Background: an optimization exercise with open tools, aiming at a short achievable clock period and few clock cycles per item. Do not read the settings as production practice.
For this run, only the layout was checked, not whether the RTL still works.
Power is estimated from default activity; no workload was simulated.

==> flow/design.v <==
package exe_pkg;
        localparam int XLEN       = 32;
        localparam int REG_ADDR_W = 5;
        localparam logic [6:0] OPC_OP     = 7'b0110011;
        localparam logic [6:0] OPC_OP_IMM = 7'b0010011;
        localparam logic [6:0] OPC_BRANCH = 7'b1100011;
        localparam logic [6:0] OPC_LUI    = 7'b0110111;
        localparam logic [6:0] OPC_AUIPC  = 7'b0010111;
        localparam logic [2:0] ALU_ADD_SUB = 3'b000;
        localparam logic [2:0] ALU_SLL     = 3'b001;
        localparam logic [2:0] ALU_SLT     = 3'b010;
        localparam logic [2:0] ALU_SLTU    = 3'b011;
        localparam logic [2:0] ALU_XOR     = 3'b100;
        localparam logic [2:0] ALU_SRL_SRA = 3'b101;
        localparam logic [2:0] ALU_OR      = 3'b110;
        localparam logic [2:0] ALU_AND     = 3'b111;
        localparam logic [2:0] BR_BEQ  = 3'b000;
        localparam logic [2:0] BR_BNE  = 3'b001;
        localparam logic [2:0] BR_BLT  = 3'b100;
        localparam logic [2:0] BR_BGE  = 3'b101;
        localparam logic [2:0] BR_BLTU = 3'b110;
        localparam logic [2:0] BR_BGEU = 3'b111;
        typedef struct packed {
                logic [31:0]             instr;
                logic [XLEN-1:0]         pc;
                logic [XLEN-1:0]         rs1;
                logic [XLEN-1:0]         rs2;
        } raw_rec_t;
        typedef struct packed {
                logic                    is_alu;
                logic                    is_br;
                logic                    is_up;
                logic [2:0]              funct3;
                logic                    alt;      
                logic [REG_ADDR_W-1:0]   rd;
        } ctl_t;
        typedef struct packed {
                ctl_t                    ctl;
                logic                    sub;      
                logic [XLEN-1:0]         x;        
                logic [XLEN-1:0]         y;        
                logic [XLEN-1:0]         pcsum;    
        } dec_rec_t;
        typedef struct packed {
                ctl_t                    ctl;
                logic [XLEN-1:0]         arith;    
                logic [XLEN-1:0]         other;    
                logic                    eq;
                logic                    lt;
                logic                    ltu;
                logic [XLEN-1:0]         pcsum;
        } ex_rec_t;
        typedef struct packed {
                logic [REG_ADDR_W-1:0]   rd;
                logic                    wr;
                logic [XLEN-1:0]         result;
                logic                    taken;
                logic [XLEN-1:0]         target;
        } out_rec_t;
endpackage
`timescale 1ns/100ps
module operand_decode (
        input  exe_pkg::raw_rec_t   raw_i,
        output exe_pkg::dec_rec_t   rec_o
);
        logic [6:0]                 opcode;
        logic [2:0]                 funct3;
        logic [exe_pkg::XLEN-1:0]   imm_i;
        logic [exe_pkg::XLEN-1:0]   imm_b;
        logic                       is_op;
        logic                       is_op_imm;
        logic                       is_br;
        logic                       is_auipc;
        logic [exe_pkg::XLEN-1:0]   target;
        logic [19:0]                auipc_hi;
        assign opcode = raw_i.instr[6:0];
        assign funct3 = raw_i.instr[14:12];
        assign imm_i = {{20{raw_i.instr[31]}}, raw_i.instr[31:20]};
        assign imm_b = {{20{raw_i.instr[31]}}, raw_i.instr[7], raw_i.instr[30:25],
                        raw_i.instr[11:8], 1'b0};
        assign is_op     = (opcode == exe_pkg::OPC_OP);
        assign is_op_imm = (opcode == exe_pkg::OPC_OP_IMM);
        assign is_br     = (opcode == exe_pkg::OPC_BRANCH);
        assign is_auipc  = (opcode == exe_pkg::OPC_AUIPC);
        prefix_add #(.W(32)) u_target (
                .a_i   (raw_i.pc),
                .b_i   (imm_b),
                .cin_i (1'b0),
                .sum_o (target),
                .cout_o()
        );
        prefix_add #(.W(20)) u_auipc (
                .a_i   (raw_i.pc[31:12]),
                .b_i   (raw_i.instr[31:12]),
                .cin_i (1'b0),
                .sum_o (auipc_hi),
                .cout_o()
        );
        always_comb begin
                rec_o.ctl.is_alu = is_op | is_op_imm;
                rec_o.ctl.is_br  = is_br;
                rec_o.ctl.is_up  = (opcode == exe_pkg::OPC_LUI) || is_auipc;
                rec_o.ctl.funct3 = funct3;
                rec_o.ctl.alt    = raw_i.instr[30] & (is_op |
                                   (is_op_imm & (funct3 == exe_pkg::ALU_SRL_SRA)));
                rec_o.ctl.rd     = raw_i.instr[11:7];
                rec_o.sub        = is_br | (raw_i.instr[30] & is_op) | (funct3[2:1] == 2'b01);
                rec_o.x          = raw_i.rs1;
                rec_o.y          = is_op_imm ? imm_i : raw_i.rs2;
                if (is_br) begin
                        rec_o.pcsum = target;
                end else if (is_auipc) begin
                        rec_o.pcsum = {auipc_hi, raw_i.pc[11:0]};
                end else begin
                        rec_o.pcsum = {raw_i.instr[31:12], 12'd0};
                end
        end
endmodule
`timescale 1ns/100ps
module pipe_slot #(
        parameter int W = 8
) (
        input  logic            clk,
        input  logic            reset_n,
        input  logic            prev_valid_i,    
        input  logic [W-1:0]    data_i,          
        input  logic            next_valid_i,    
        output logic            valid_o,
        output logic [W-1:0]    data_o
);
        always_ff @(posedge clk or negedge reset_n) begin
                if (!reset_n) begin
                        valid_o <= 1'b0;
                end else begin
                        valid_o <= valid_o ? next_valid_i : prev_valid_i;
                end
        end
        always_ff @(posedge clk) begin
                if (!valid_o) begin
                        data_o <= data_i;
                end
        end
endmodule
`timescale 1ns/100ps
module prefix_add #(
        parameter int W = 32
) (
        input  logic [W-1:0]    a_i,
        input  logic [W-1:0]    b_i,
        input  logic            cin_i,
        output logic [W-1:0]    sum_o,
        output logic            cout_o
);
        localparam int L = $clog2(W);
        logic [W-1:0]   p0;
        logic [L:0][W-1:0]  g;
        logic [L:0][W-1:0]  p;
        assign p0 = a_i ^ b_i;
        always_comb begin
                g[0] = a_i & b_i;
                g[0][0] = (a_i[0] & b_i[0]) | (p0[0] & cin_i);
                p[0] = p0;
                for (int l = 0; l < L; l++) begin
                        for (int i = 0; i < W; i++) begin
                                if (i >= (1 << l)) begin
                                        g[l+1][i] = g[l][i] | (p[l][i] & g[l][i - (1 << l)]);
                                        p[l+1][i] = p[l][i] & p[l][i - (1 << l)];
                                end else begin
                                        g[l+1][i] = g[l][i];
                                        p[l+1][i] = p[l][i];
                                end
                        end
                end
        end
        assign sum_o  = p0 ^ {g[L][W-2:0], cin_i};
        assign cout_o = g[L][W-1];
endmodule
module alu_exec (
        input  exe_pkg::dec_rec_t   rec_i,
        output exe_pkg::ex_rec_t    rec_o
);
        logic [4:0]                 shamt;
        logic [exe_pkg::XLEN-1:0]   x;
        logic [exe_pkg::XLEN-1:0]   y;
        logic [exe_pkg::XLEN-1:0]   arith;
        logic                       cout;
        logic signed [32:0]         sr_in;
        logic signed [32:0]         sr_out;
        logic [exe_pkg::XLEN-1:0]   sll;
        assign x     = rec_i.x;
        assign y     = rec_i.y;
        assign shamt = y[4:0];
        prefix_add #(.W(32)) u_add (
                .a_i   (x),
                .b_i   (y ^ {32{rec_i.sub}}),
                .cin_i (rec_i.sub),
                .sum_o (arith),
                .cout_o(cout)
        );
        assign sr_in  = {rec_i.ctl.alt & x[31], x};
        assign sr_out = sr_in >>> shamt;
        assign sll    = x << shamt;
        always_comb begin
                rec_o.ctl   = rec_i.ctl;
                rec_o.arith = arith;
                case (rec_i.ctl.funct3)
                        exe_pkg::ALU_SLL:     rec_o.other = sll;
                        exe_pkg::ALU_SRL_SRA: rec_o.other = sr_out[31:0];
                        exe_pkg::ALU_XOR:     rec_o.other = x ^ y;
                        exe_pkg::ALU_OR:      rec_o.other = x | y;
                        default:              rec_o.other = x & y;
                endcase
                rec_o.eq    = (x == y);
                rec_o.ltu   = ~cout;
                rec_o.lt    = (x[31] ^ y[31]) ? x[31] : arith[31];
                rec_o.pcsum = rec_i.pcsum;
        end
endmodule
module alu_select (
        input  exe_pkg::ex_rec_t    rec_i,
        output exe_pkg::out_rec_t   rec_o
);
        logic [exe_pkg::XLEN-1:0]   alu_out;
        logic                       br_taken;
        always_comb begin
                case (rec_i.ctl.funct3)
                        exe_pkg::ALU_ADD_SUB: alu_out = rec_i.arith;
                        exe_pkg::ALU_SLT:     alu_out = {31'd0, rec_i.lt};
                        exe_pkg::ALU_SLTU:    alu_out = {31'd0, rec_i.ltu};
                        default:              alu_out = rec_i.other;
                endcase
        end
        always_comb begin
                case (rec_i.ctl.funct3)
                        exe_pkg::BR_BEQ:  br_taken = rec_i.eq;
                        exe_pkg::BR_BNE:  br_taken = ~rec_i.eq;
                        exe_pkg::BR_BLT:  br_taken = rec_i.lt;
                        exe_pkg::BR_BGE:  br_taken = ~rec_i.lt;
                        exe_pkg::BR_BLTU: br_taken = rec_i.ltu;
                        exe_pkg::BR_BGEU: br_taken = ~rec_i.ltu;
                        default:          br_taken = 1'b0;
                endcase
        end
        always_comb begin
                rec_o.wr     = rec_i.ctl.is_alu | rec_i.ctl.is_up;
                rec_o.rd     = (rec_i.ctl.is_alu | rec_i.ctl.is_up) ? rec_i.ctl.rd : '0;
                rec_o.result = rec_i.ctl.is_alu ? alu_out :
                               rec_i.ctl.is_up  ? rec_i.pcsum : '0;
                rec_o.taken  = rec_i.ctl.is_br & br_taken;
                rec_o.target = rec_i.ctl.is_br ? rec_i.pcsum : '0;
        end
endmodule
`timescale 1ns/100ps
module exe_top (
        input  logic                                clk,
        input  logic                                reset_n,
        input  logic                                in_req_i,
        output logic                                in_ack_o,
        input  logic [31:0]                         instr_i,
        input  logic [exe_pkg::XLEN-1:0]            pc_i,
        input  logic [exe_pkg::XLEN-1:0]            rs1_i,
        input  logic [exe_pkg::XLEN-1:0]            rs2_i,
        output logic                                res_req_o,
        input  logic                                res_ack_i,
        output logic [exe_pkg::REG_ADDR_W-1:0]      rd_addr_o,
        output logic                                write_rd_o,
        output logic [exe_pkg::XLEN-1:0]            result_o,
        output logic                                branch_taken_o,
        output logic [exe_pkg::XLEN-1:0]            branch_target_o
);
        logic                   v0, v1, v2;
        logic                   out_v;           
        exe_pkg::raw_rec_t      raw_in;
        exe_pkg::raw_rec_t      s0;
        exe_pkg::dec_rec_t      dec_d, s1;
        exe_pkg::ex_rec_t       ex_d, s2;
        exe_pkg::out_rec_t      out_d, out_q;
        localparam int DEC_W = $bits(s1);
        localparam int EX_W  = $bits(s2);
        always_ff @(posedge clk or negedge reset_n) begin
                if (!reset_n) begin
                        in_ack_o <= 1'b0;
                        v0       <= 1'b0;
                end else begin
                        in_ack_o <= in_ack_o ? in_req_i : (in_req_i & ~v0);
                        v0       <= v0 ? v1 : (in_req_i & ~in_ack_o);
                end
        end
        assign raw_in.instr = instr_i;
        assign raw_in.pc    = pc_i;
        assign raw_in.rs1   = rs1_i;
        assign raw_in.rs2   = rs2_i;
        always_ff @(posedge clk) begin
                if (!v0) begin
                        s0 <= raw_in;
                end
        end
        operand_decode u_decode (
                .raw_i (s0),
                .rec_o (dec_d)
        );
        pipe_slot #(.W(DEC_W)) u_s1 (
                .clk          (clk),
                .reset_n      (reset_n),
                .prev_valid_i (v0),
                .data_i       (dec_d),
                .next_valid_i (v2),
                .valid_o      (v1),
                .data_o       (s1)
        );
        alu_exec u_alu (
                .rec_i (s1),
                .rec_o (ex_d)
        );
        pipe_slot #(.W(EX_W)) u_s2 (
                .clk          (clk),
                .reset_n      (reset_n),
                .prev_valid_i (v1),
                .data_i       (ex_d),
                .next_valid_i (out_v),
                .valid_o      (v2),
                .data_o       (s2)
        );
        alu_select u_sel (
                .rec_i (s2),
                .rec_o (out_d)
        );
        always_ff @(posedge clk or negedge reset_n) begin
                if (!reset_n) begin
                        out_v     <= 1'b0;
                        res_req_o <= 1'b0;
                end else begin
                        if (res_req_o) begin
                                if (res_ack_i) begin
                                        out_v     <= 1'b0;
                                        res_req_o <= 1'b0;
                                end
                        end else begin
                                out_v     <= out_v | v2;
                                res_req_o <= (out_v | v2) & ~res_ack_i;
                        end
                end
        end
        always_ff @(posedge clk) begin
                if (!out_v) begin
                        out_q <= out_d;
                end
        end
        assign rd_addr_o       = out_q.rd;
        assign write_rd_o      = out_q.wr;
        assign result_o        = out_q.result;
        assign branch_taken_o  = out_q.taken;
        assign branch_target_o = out_q.target;
endmodule
==> flow/run.sh <==
#!/bin/bash
# synth_recipe.tcl (not shown) runs the flow's synth.tcl, then flattens the netlist and writes it again
# the make line also repeats each setting of config.mk as NAME=value (left out here)
make -C /OpenROAD-flow-scripts/flow DESIGN_CONFIG=/design/flow/config.mk WORK_HOME=/design/flow/orfs CLKGATE_MAP_FILE= SYNTH_SCRIPT=/design/flow/synth_recipe.tcl finish
==> flow/config.mk <==
export PLATFORM = sky130hd
export DESIGN_NAME = exe_top
export DESIGN_NICKNAME = exe_top
export VERILOG_FILES = /design/flow/design.v
export SDC_FILE = /design/flow/constraint.sdc
export NUM_CORES = 4
export LEC_CHECK = 0
export ABC_CLOCK_PERIOD_IN_PS = 1500
export CAP_MARGIN = 20
export CORE_MARGIN = 2
export CORE_UTILIZATION = 40
export SETUP_SLACK_MARGIN = 4.8
export SLEW_MARGIN = 20
export TNS_END_PERCENT = 100
==> flow/constraint.sdc <==
create_clock -name core_clock -period 7.0 [get_ports {clk}]
set_input_delay 1.4000 -clock core_clock [delete_from_list [all_inputs] [get_ports {clk}]]
set_output_delay 1.4000 -clock core_clock [all_outputs]
set_load 0.01 [all_outputs]
==> run notes <==
state kept, by name, summed over array words and instances, names as in the netlist:
| register | cells |
|---|---|
| s0 | 128 |
| u_s2.data_o | 110 |
| u_s1.data_o | 109 |
| out_q | 71 |
| in_ack_o | 1 |
| out_v | 1 |
| res_req_o | 1 |
| u_s1.valid_o | 1 |
| u_s2.valid_o | 1 |
| v0 | 1 |
cell families after synthesis:
family | count (synthesis)
and+or+nand+nor | 479
DFF | 424
AOI/OAI and AO/OA | 570
muxes | 114
xor gates and xnor gates | 102
buffers and inverters | 216
adders and majority gates | 148
worst reg2reg max path, stage by stage (launching register included):
cell	delay [ns]
edfxtp_1	0.43
buf_12	0.19
xor2_1	0.18
ha_1	0.33
a21oi_2	0.18
and2_4	0.18
o21ai_4	0.07
a221oi_4	0.33
o31ai_4	0.13
a2111oi_4	0.35
buf_4	0.20
o21bai_2	0.08
a211oi_2	0.27
xnor2_1	0.10
cell type report:
| type | instances | area share |
|---|---|---|
| Timing Repair Buffer | 445 | 0.136 |
| Multi-Input combinational cell | 1414 | 0.388 |
| Clock inverter | 30 | 0.00911 |
| Timing Repair inverter | 1 | 0.000153 |
| Sequential cell | 424 | 0.389 |
| Tap cell | 782 | 0.0299 |
| Clock buffer | 50 | 0.0350 |
| Inverter | 106 | 0.0134 |
path summary, 6_finish.rpt:
| path | end | slack (ns) |
|---|---|---|
| max in group asynchronous | v0$_DFF_PN0_ | 5.74 |
| min in group asynchronous | res_req_o$_DFF_PN0_ | 1.04 |
| setup / recovery | u_s2.data_o[95]$_DFFE_PN_ | 3.73 |
| setup reg to reg | u_s2.data_o[95]$_DFFE_PN_ | 3.73 |
| hold reg to reg | u_s1.data_o[76]$_DFFE_PN_ | 0.41 |
| hold / removal | u_s1.data_o[76]$_DFFE_PN_ | 0.41 |
metrics by stage:
| step | total power, uW | cells | hold WS [ns] | util |
|---|---|---|---|---|
| floorplan | 9970 | 2053 | 0.400 | - |
| global placement | 12600 | 2962 | 0.400 | 0.454 |
| detailed placement | 12700 | 2962 | 0.405 | 0.454 |
| CTS | 16500 | 3197 | 0.418 | 0.522 |
| global route | 18400 | 3252 | 0.426 | 0.542 |
| finish | 17600 | 3252 | 0.413 | 0.542 |
what timing repair did:
item                       4_1_cts  5_1_grt
resized for setup              606      170
setup endpoints to repair      306      214
setup buffers                  136       52
pin swaps                      120      116
cloned                          19        3
power by group through the flow:
stage	Sequential (uW)	Combinational, uW	Clock (uW)
detailed placement	5220	7460	0
global placement	5210	7440	0
global route	5170	10700	2500
finish	5100	10100	2350
CTS	5100	9020	2410
floorplan	4830	5140	0
synthesized netlist by cell type (all sizes together), types with 11 or more instances:
cell type,number
edfxtp,418
nor2,175
a21oi,146
ha,145
o21ai,137
inv,104
nand2,103
clkbuf,78
xor2,64
a22o,63
a21o,57
mux4,53
mux2i,45
xnor2,38
and2,37
buf,32
nor3,32
nand3,25
nor2b,23
o21a,23
or3,18
mux2,16
nand2b,16
a221oi,14
a22oi,13
nand4,12
nor4,12
o22ai,12
a211oi,11
a31oi,11
o31ai,11
layout by cell type, fill, tap and decap left out, drive strengths merged, types with 18 or more instances in the layout:
master	n
nor2b	23
and2	37
or3	18
ha	145
nand2	103
a22o	63
edfxtp	418
clkdlybuf4s50	131
xnor2	38
buf	300
inv	101
a21o	57
xor2	64
clkbuf	52
nand3	25
clkinv	23
nor3	32
a21oi	146
mux4	53
o21a	23
o21ai	137
nor2	176
mux2i	45
routing by layer:
metal / global-route usage / vias to the layer above
met5: 0 / -
met4: 0.112 / 6
met3: 0.0578 / 248
met2: 0.432 / 1054
met1: 0.378 / 9652
li1: - / 8556
==> reports/qor.yml <==
outcome:
  status: "timing/DRC/antenna clean"
cells_and_area:
  multi_input_area_mm2: 0.0127
  ff_latch_area_mm2: 0.0127
  final_area_mm2: 0.0327
  n_fill_cell: 5065
  nets: 2717
  insertedDiodeCount: 0
  drive_gt1_frac: 0.314
  area_growth_syn_to_layout_pct: 34.5
power_and_ir_drop:
  seqPwrFrac: 0.290
  power.switching_fraction: 0.429
  power_leakage_uw: 0.0127
  p_int_uw: 10000
  switchingPower_uw: 7540
  comb_power_share: 0.576
  power_frac_clock: 0.134
  powerDensity_mw_per_mm2: 538
  peakVddDrop_mv: 0.248
logic_synthesis:
  netlist_top_cells_area: "edfxtp_1 (52%), ha_1 (7.5%), mux4_2 (4.9%)"
  synth_top_area_share: 0.517
  synth-xor-area-share: 0.0368
  ys.flop_type: "edfxtp_1"
  ys_warn_count: 8
  synth_top_cell_by_area: "edfxtp_1"
  post_synth.cell_area_avg_um2: 11.8
  postSynth.asyncResetShare: 0.0142
  synth_top_family_by_area: "compound AO/OA/AOI/OAI gates"
  synth-adder-area-share: 0.0772
  synth_area_mm2: 0.0243
  synth_edf_count: 418
  yosysSeqAreaShare: 0.523
  synth_cells: 2053
  synth.area.mux_share: 0.0756
  synth_compound_area_frac: 0.158
  synth-simple-area-share: 0.0936
  syn-num-nets: 2333
  yosys_register_bits: 424
  yosysUniqueCellTypes: 84
detailed_routing:
  highest_layer: "met5"
  drtIter0Drc: 1984
  wl_met2_um: 40700
  drc: 0
  wl_um: 89500
  viasPerCell: 6.00
  wl_met3_um: 8170
  postRouteAntennaNets: 0
  wl_per_cell_um: 27.5
  vias: 19516
  wl_met1_um: 36600
  drt_pass1_iterations: 5
place:
  gp_congestion: 0.985
  io_buffers: 204
  dpl_cell_area_mm2: 0.0274
  place_ws_ns: 3.17
  hpwl_um: 57900
floorplan:
  die-height_um: 250
  num_io_pins: 205
  die_w_um: 250
  die_area_mm2: 0.0627
  rows: 90
  core-area_mm2: 0.0602
  start_util: 0.403
setup_path:
  cp_slowest_stage_delay_ns: 0.43
  r2r_cells: 13
  crit_required_ns: 7.35
  cp_slowest_cell: "edfxtp_1"
  startpoint: "u_s1.data_o[96]$_DFFE_PN_"
  cp-end-kind: "register"
  crit_arrival_ns: 3.62
  crit_chain: "buf_12, xor2_1, ha_1, a21oi_2, and2_4, o21ai_4, a221oi_4, o31ai_4, a2111oi_4, buf_4, o21bai_2, a211oi_2, xnor2_1"
  r2r_start: "u_s1.data_o[96]$_DFFE_PN_"
  start_kind: "register"
  critPathKind: "reg2reg"
  crit_family: "compound AO/OA/AOI/OAI gates"
  crit_fanout: 16
  crit_buf_inv: 2
  crit_cells: 13
clocking:
  clock_sinks: 424
  cts_tree: "yes"
  cts_hold_repair.buffers: 0
  worstSkewPairLatency_ns: 0.61
  ctsLongestPathBuffers: 3
  numCtsBuffers: 45
  root_buffer: "clkbuf_16"
  cts.clk_slew.worst_paths_ns: 0.06
  htree_num_levels: 2
timing:
  period_share: 0.467
  setup_viol: 0
  clock_skew_ns: 0.0257
  finalSetupTns_ns: 0
  setup_slack_ns: 3.73
  timing_hold_violations_final: 0
  fmax_mhz: 306
  maxSlewViolCount: 0
  rsz0062_at_grt: "yes"
  worst_slew_pin_slew_ns: 1.05
  finalCriticalPeriod_ns: 3.27
  relSlewSlack: 0.298
global_routing:
  grt_pass1_wl_um: 129000
  grt_overflow_total: 0
  track_usage: 0.277
  grt_pass1_vias: 18978
  grt_max_degree: 72
  antenna_found_initial: 4
job:
  cap_violations: 0
min_path:
  hp-class: "reg2reg"
  holdPathStages: 0
  min_from: "s0[44]$_DFFE_PN_"

==> separate check: timing with driven ports <==
Ports are ideal in the flow. The routed layout listed here was re-timed in OpenROAD. Step 1, drivers: a clkbuf_16 drives clk and a buf_2 each remaining input, both assumed. Step 2 moves the port delays by t, midway between the first and last clock arrival at a register: inputs arrive t later, outputs are due t later. That takes back most of the time a late clock gives input paths. a / b / c = no drivers / after step 1 / after step 2; a / b = the first two.
t, ns: 0.659
setup slack, ns: 3.728 / 3.728 / 3.728
clock arrival spread, ns: 0.030 / 0.030
slew at the worst register clock pin (ns): 0.07 / 0.07
After both steps setup and hold are still met in this run. The setup slack of this run moves by 0.000 ns with the drivers and by 0.000 ns with both steps.
